From an optimization exercise on the open Yosys and OpenROAD flow, aimed at small area, a short achievable clock period and few clock cycles; shortcuts taken in it are not production practice.
Function was checked by simulation only, so behaviour that the tests miss may differ from the original.

==> wip/harbor <==
==> flow/design.v <==
`timescale 1ns/1ps
package dcp_pkg;
    typedef enum logic [3:0] {
        SRC_IDLE,
        SRC_DASH,
        SRC_WAIT,
        SRC_ADDR,
        SRC_COLON,
        SRC_DATA,
        SRC_CR,
        SRC_LF,
        SRC_END
    } src_t;
endpackage
`timescale 1ns/1ps
module dcp_data_mem (
    input  logic                   clk,
    input  logic                   we,
    input  logic [8-1:0] waddr,
    input  logic [31:0]            wdata,
    input  logic [8-1:0] raddr,
    output logic [31:0]            rdata
);
    logic [31:0] mem [0:256-1];
    always_ff @(posedge clk) begin
        if (we) begin
            mem[waddr] <= wdata;
        end
    end
    assign rdata = mem[raddr];
endmodule
`timescale 1ns/1ps
module dcp_top (
    input  logic                   clk,
    input  logic                   rstn,
    input  logic                   rx_valid,
    input  logic [7:0]             rx_byte,
    input  logic                   tx_ready,
    output logic                   tx_valid,
    output logic [7:0]             tx_byte,
    input  logic                   mem_we,
    input  logic [8-1:0] mem_addr,
    input  logic [31:0]            mem_wdata,
    output logic                   busy
);
    dcp_pkg::src_t          src;
    logic                   busy_q;
    logic                   vq;         
    logic [7:0]             txq;
    logic                   arg_open;   
    logic                   got;        
    logic [31:0]            acc;        
    logic [31:0]            next_addr;
    logic [8-1:0] rd_ptr;
    logic [2:0]             nib_cnt;
    logic [2:0]             word_cnt;
    logic [31:0]            word_q;
    logic [31:0]            rd_data;
    logic       take_d, cr_now, hex_now, ld, nv;
    logic       is_hex;
    logic [3:0] hex_nib;
    logic [31:0] start;
    logic [3:0] data_nib;
    logic       word_ld;
    logic [3:0] pr_nib;
    logic [7:0] pr_ch;
    always_comb begin
        is_hex  = 1'b1;
        hex_nib = rx_byte[3:0];
        if (rx_byte >= 8'h30 && rx_byte <= 8'h39) begin
            hex_nib = rx_byte[3:0];
        end else if ((rx_byte >= 8'h41 && rx_byte <= 8'h46) ||
                     (rx_byte >= 8'h61 && rx_byte <= 8'h66)) begin
            hex_nib = rx_byte[3:0] + 4'd9;
        end else begin
            is_hex = 1'b0;
        end
    end
    assign take_d  = !busy_q && rx_valid && (rx_byte == 8'h44);
    assign cr_now  = arg_open && rx_valid && (rx_byte == 8'h0D);
    assign hex_now = arg_open && rx_valid && is_hex;
    assign start   = got ? acc : next_addr;
    assign ld = !vq || tx_ready;
    assign nv = !arg_open || cr_now;
    assign data_nib = word_q[4 * (3'd7 - nib_cnt) +: 4];
    assign word_ld  = ld && ((src == dcp_pkg::SRC_COLON) ||
                             (src == dcp_pkg::SRC_DATA && nib_cnt == 3'd7));
    always_comb begin
        case (src)
            dcp_pkg::SRC_WAIT: pr_nib = start[31:28];
            dcp_pkg::SRC_ADDR: pr_nib = acc[31:28];
            default:           pr_nib = data_nib;
        endcase
    end
    assign pr_ch = (pr_nib < 4'd10) ? (8'h30 + {4'h0, pr_nib})
                                    : (8'h37 + {4'h0, pr_nib});
    assign busy     = busy_q;
    assign tx_valid = vq && tx_ready;
    assign tx_byte  = txq;
    always_ff @(posedge clk or negedge rstn) begin
        if (!rstn) begin
            src       <= dcp_pkg::SRC_IDLE;
            busy_q    <= 1'b0;
            vq        <= 1'b0;
            arg_open  <= 1'b0;
            next_addr <= '0;
        end else begin
            if (cr_now) begin
                arg_open  <= 1'b0;
                next_addr <= start + 32'd8;
            end
            case (src)
                dcp_pkg::SRC_IDLE: begin
                    if (take_d) begin
                        busy_q   <= 1'b1;
                        vq       <= 1'b1;
                        arg_open <= 1'b1;
                        src      <= dcp_pkg::SRC_DASH;
                    end
                end
                dcp_pkg::SRC_DASH: begin
                    if (ld) src <= dcp_pkg::SRC_WAIT;
                end
                dcp_pkg::SRC_WAIT: begin
                    if (ld) begin
                        vq <= nv;
                        if (nv) src <= dcp_pkg::SRC_ADDR;
                    end
                end
                dcp_pkg::SRC_ADDR: begin
                    if (ld && nib_cnt == 3'd6) src <= dcp_pkg::SRC_COLON;
                end
                dcp_pkg::SRC_COLON: begin
                    if (ld) src <= dcp_pkg::SRC_DATA;
                end
                dcp_pkg::SRC_DATA: begin
                    if (ld && nib_cnt == 3'd7 && word_cnt == 3'd7) src <= dcp_pkg::SRC_CR;
                end
                dcp_pkg::SRC_CR: begin
                    if (ld) src <= dcp_pkg::SRC_LF;
                end
                dcp_pkg::SRC_LF: begin
                    if (ld) src <= dcp_pkg::SRC_END;
                end
                dcp_pkg::SRC_END: begin
                    if (ld) begin
                        vq     <= 1'b0;
                        busy_q <= 1'b0;
                        src    <= dcp_pkg::SRC_IDLE;
                    end
                end
                default: begin
                    src <= dcp_pkg::SRC_IDLE;
                end
            endcase
        end
    end
    always_ff @(posedge clk) begin
        case (src)
            dcp_pkg::SRC_IDLE:  txq <= 8'h44;
            dcp_pkg::SRC_DASH:  if (ld) txq <= 8'h2D;
            dcp_pkg::SRC_WAIT:  if (ld) txq <= pr_ch;
            dcp_pkg::SRC_ADDR:  if (ld) txq <= pr_ch;
            dcp_pkg::SRC_COLON: if (ld) txq <= 8'h3A;
            dcp_pkg::SRC_DATA:  if (ld) txq <= pr_ch;
            dcp_pkg::SRC_CR:    if (ld) txq <= 8'h0D;
            dcp_pkg::SRC_LF:    if (ld) txq <= 8'h0A;
            default: ;
        endcase
    end
    always_ff @(posedge clk) begin
        if (take_d) begin
            acc <= '0;
            got <= 1'b0;
        end else begin
            if (src == dcp_pkg::SRC_WAIT && ld && nv) begin
                acc <= {start[27:0], 4'h0};
            end else if (src == dcp_pkg::SRC_ADDR && ld) begin
                acc <= {acc[27:0], 4'h0};
            end else if (cr_now) begin
                acc <= start;
            end else if (hex_now) begin
                acc <= {acc[27:0], hex_nib};
            end
            if (cr_now || hex_now) got <= 1'b1;
        end
    end
    always_ff @(posedge clk) begin
        if (src == dcp_pkg::SRC_WAIT) begin
            nib_cnt <= '0;
        end else if (src == dcp_pkg::SRC_COLON) begin
            nib_cnt  <= '0;
            word_cnt <= '0;
        end else if (ld && (src == dcp_pkg::SRC_ADDR || src == dcp_pkg::SRC_DATA)) begin
            nib_cnt <= nib_cnt + 3'd1;
            if (nib_cnt == 3'd7) word_cnt <= word_cnt + 3'd1;
        end
        if (cr_now) begin
            rd_ptr <= start[8-1:0];
        end else if (word_ld) begin
            rd_ptr <= rd_ptr + 1'b1;
        end
        if (word_ld) begin
            word_q <= rd_data;
        end
    end
    dcp_data_mem u_mem (
        .clk   (clk),
        .we    (mem_we),
        .waddr (mem_addr),
        .wdata (mem_wdata),
        .raddr (rd_ptr),
        .rdata (rd_data)
    );
endmodule
==> flow/run.sh <==
#!/bin/bash
# synth_recipe.tcl (not shown) runs the flow's synth.tcl, then flattens the netlist and writes it again
# the make line also repeats each setting of config.mk as NAME=value (left out here)
make -C /OpenROAD-flow-scripts/flow DESIGN_CONFIG=/design/flow/config.mk WORK_HOME=/design/flow/orfs CLKGATE_MAP_FILE= SYNTH_SCRIPT=/design/flow/synth_recipe.tcl finish
==> flow/config.mk <==
export PLATFORM = sky130hd
export DESIGN_NAME = dcp_top
export DESIGN_NICKNAME = dcp_top
export VERILOG_FILES = /design/flow/design.v
export SDC_FILE = /design/flow/constraint.sdc
export NUM_CORES = 4
export LEC_CHECK = 0
export CAP_MARGIN = 20
export CORE_MARGIN = 2
export CORE_UTILIZATION = 35
export SLEW_MARGIN = 20
export SYNTH_MEMORY_MAX_BITS = 16384
==> flow/constraint.sdc <==
create_clock -name core_clock -period 8.0 [get_ports {clk}]
set_input_delay 1.6000 -clock core_clock [delete_from_list [all_inputs] [get_ports {clk}]]
set_output_delay 1.6000 -clock core_clock [all_outputs]
set_load 0.01 [all_outputs]
==> inputs of wip/indigo, as changes to wip/harbor <==
--- a/flow/design.v
+++ b/flow/design.v
@@ -20,12 +20,47 @@
     input  logic [31:0]            wdata,
-    input  logic [8-1:0] raddr,
+    input  logic [15:0]            rd_hi,
+    input  logic [15:0]            rd_lo,
     output logic [31:0]            rdata
 );
-    logic [31:0] mem [0:256-1];
-    always_ff @(posedge clk) begin
-        if (we) begin
-            mem[waddr] <= wdata;
-        end
-    end
-    assign rdata = mem[raddr];
+    logic [31:0] mem  [0:256-1];
+    logic [31:0] grp  [0:15];
+    logic [31:0] part [0:3];
+    logic [31:0] part_q [0:3];
+    logic                   we_q;
+    logic [8-1:0] waddr_q;
+    logic [31:0]            wdata_q;
+    always_ff @(posedge clk) begin
+        we_q    <= we;
+        waddr_q <= waddr;
+        wdata_q <= wdata;
+    end
+    for (genvar i = 0; i < 256; i++) begin : g_word
+        always_ff @(posedge clk) begin
+            if (we_q && waddr_q == i) begin
+                mem[i] <= wdata_q;
+            end
+        end
+    end
+    always_comb begin
+        for (int h = 0; h < 16; h++) begin
+            grp[h] = '0;
+            for (int l = 0; l < 16; l++) begin
+                grp[h] = grp[h] | ({32{rd_lo[l]}} & mem[16 * h + l]);
+            end
+        end
+    end
+    always_comb begin
+        for (int p = 0; p < 4; p++) begin
+            part[p] = '0;
+            for (int h = 4 * p; h < 4 * p + 4; h++) begin
+                part[p] = part[p] | ({32{rd_hi[h]}} & grp[h]);
+            end
+        end
+    end
+    always_ff @(posedge clk) begin
+        for (int p = 0; p < 4; p++) begin
+            part_q[p] <= part[p];
+        end
+    end
+    assign rdata = part_q[0] | part_q[1] | part_q[2] | part_q[3];
 endmodule
@@ -53,3 +88,4 @@
     logic [31:0]            next_addr;
-    logic [8-1:0] rd_ptr;
+    logic [15:0]            rd_hi;      
+    logic [15:0]            rd_lo;
     logic [2:0]             nib_cnt;
@@ -198,5 +234,7 @@
         if (cr_now) begin
-            rd_ptr <= start[8-1:0];
+            rd_hi <= 16'h0001 << start[7:4];
+            rd_lo <= 16'h0001 << start[3:0];
         end else if (word_ld) begin
-            rd_ptr <= rd_ptr + 1'b1;
+            rd_lo <= {rd_lo[14:0], rd_lo[15]};
+            if (rd_lo[15]) rd_hi <= {rd_hi[14:0], rd_hi[15]};
         end
@@ -211,3 +249,4 @@
         .wdata (mem_wdata),
-        .raddr (rd_ptr),
+        .rd_hi (rd_hi),
+        .rd_lo (rd_lo),
         .rdata (rd_data)
==> flow/flow/run.sh (new file) <==
#!/bin/bash
# Own layout flow: the standard layout (standard.sh, all steps), with two changes:
#  - the port buffers are buf_4 cells instead of the delay buffers buffer_ports picks by itself;
#  - the clock tree uses larger sink clusters and no dummy loads.
# make's output goes to standard.log here; ORFS keeps each step's log under orfs/logs/.
set -euo pipefail
export BUFFER_PORTS_ARGS="-buffer_cell sky130_fd_sc_hd__buf_4"
export CTS_ARGS="-sink_clustering_enable -repair_clock_nets -sink_clustering_size 30 -sink_clustering_max_diameter 60 -dont_use_dummy_load"
bash standard.sh > standard.log 2>&1
==> flow/standard.sh (new file) <==
#!/bin/bash
# synth_recipe.tcl (not shown) runs the flow's synth.tcl, then flattens the netlist and writes it again
# the make line also repeats each setting of config.mk as NAME=value (left out here)
make -C /OpenROAD-flow-scripts/flow DESIGN_CONFIG=/design/flow/config.mk WORK_HOME=/design/flow/orfs CLKGATE_MAP_FILE= SYNTH_SCRIPT=/design/flow/synth_recipe.tcl "${@:-finish}"
--- a/flow/config.mk
+++ b/flow/config.mk
@@ -9,3 +9,5 @@
 export CORE_MARGIN = 2
-export CORE_UTILIZATION = 35
+export CORE_UTILIZATION = 65
+export PLACE_DENSITY = 0.75
+export SETUP_SLACK_MARGIN = 4.3
 export SLEW_MARGIN = 20
removed: flow/run.sh
==> results_dict.tcl <==
set metrics [dict create \
    wl_met3_mm 112 \
    hp-class "input pin to asynchronous set/reset pin" \
    path_cells "buf_12 -> buf_4 -> mux4_2 -> a22o_1 -> a221oi_1 -> o21ai_0 -> a221oi_1 -> a311oi_1 -> a31o_2" \
    clock_power_share_pct 36.2 \
    fillers 79500 \
    drt_wl_total_mm 978 \
    setup_slack_ps 2200 \
    syn_inst 14500 \
    multi_input_area_share_pct 18.8 \
    cts_buffers 822 \
    most-common-layout-cells "edfxtp_1 (8,242), mux4_2 (1,957), clkbuf_16 (822), mux2i_1 (797), buf_4 (440)" \
    async_flop_share_pct 0.469 \
    outcome "no timing/DRC/antenna violations" \
    fin_crit_ps 5800 \
    dp.cells 26500 \
    reg2reg_to "word_q[16]" \
    cts.reportedPaths.clkPinSlew_ps 60 \
    fin_nets 15200 \
]
# the run above: wip/harbor

==> results_dict.tcl <==
set metrics [dict create \
    cts.reportedPaths.clkPinSlew_ps 70 \
    hp-class "flop to flop" \
    async_flop_share_pct 0.458 \
    outcome "no timing/DRC/antenna violations" \
    drt_wl_total_mm 921 \
    setup_slack_ps 4040 \
    dp.cells 21800 \
    multi_input_area_share_pct 15.0 \
    cts_buffers 521 \
    fin_crit_ps 3960 \
    reg2reg_to "u_mem.part_q[1][0]" \
    fin_nets 16200 \
]
# the run above: wip/indigo

Testbench counts of wip/harbor, summed over its fixed seeds: cycles 33,485.
Testbench counts of wip/indigo, summed over its fixed seeds: cycles 33,485.

## static timing again, ports no longer ideal
In the flow no input, the clock included, has a driving cell. The finished layouts below were timed again as built, in two steps. Step 1 sets driving cells, clkbuf_16 on the clock port and buf_2 on the other inputs (assumed; they add their load-dependent delay and slew). Step 2, shift: input delay + t, output delay - t, t = (earliest + latest rising clock arrival at the registers) / 2. This alone moves slack from input paths to output paths. Slacks: no drivers / after step 1 / after step 2; pairs: no drivers / after step 1.
run	t (ns)	slack for setup (ns)	worst slew at a driven data input, ns
wip/harbor	1.342	2.205 / 2.205 / 1.806	0.31
wip/indigo	1.195	4.042 / 4.042 / 3.507	0.34
After both steps setup and hold are still met in every run listed. For wip/indigo, which loses most, drivers alone change the setup slack by 0.000 ns; drivers and shift together by -0.535 ns.
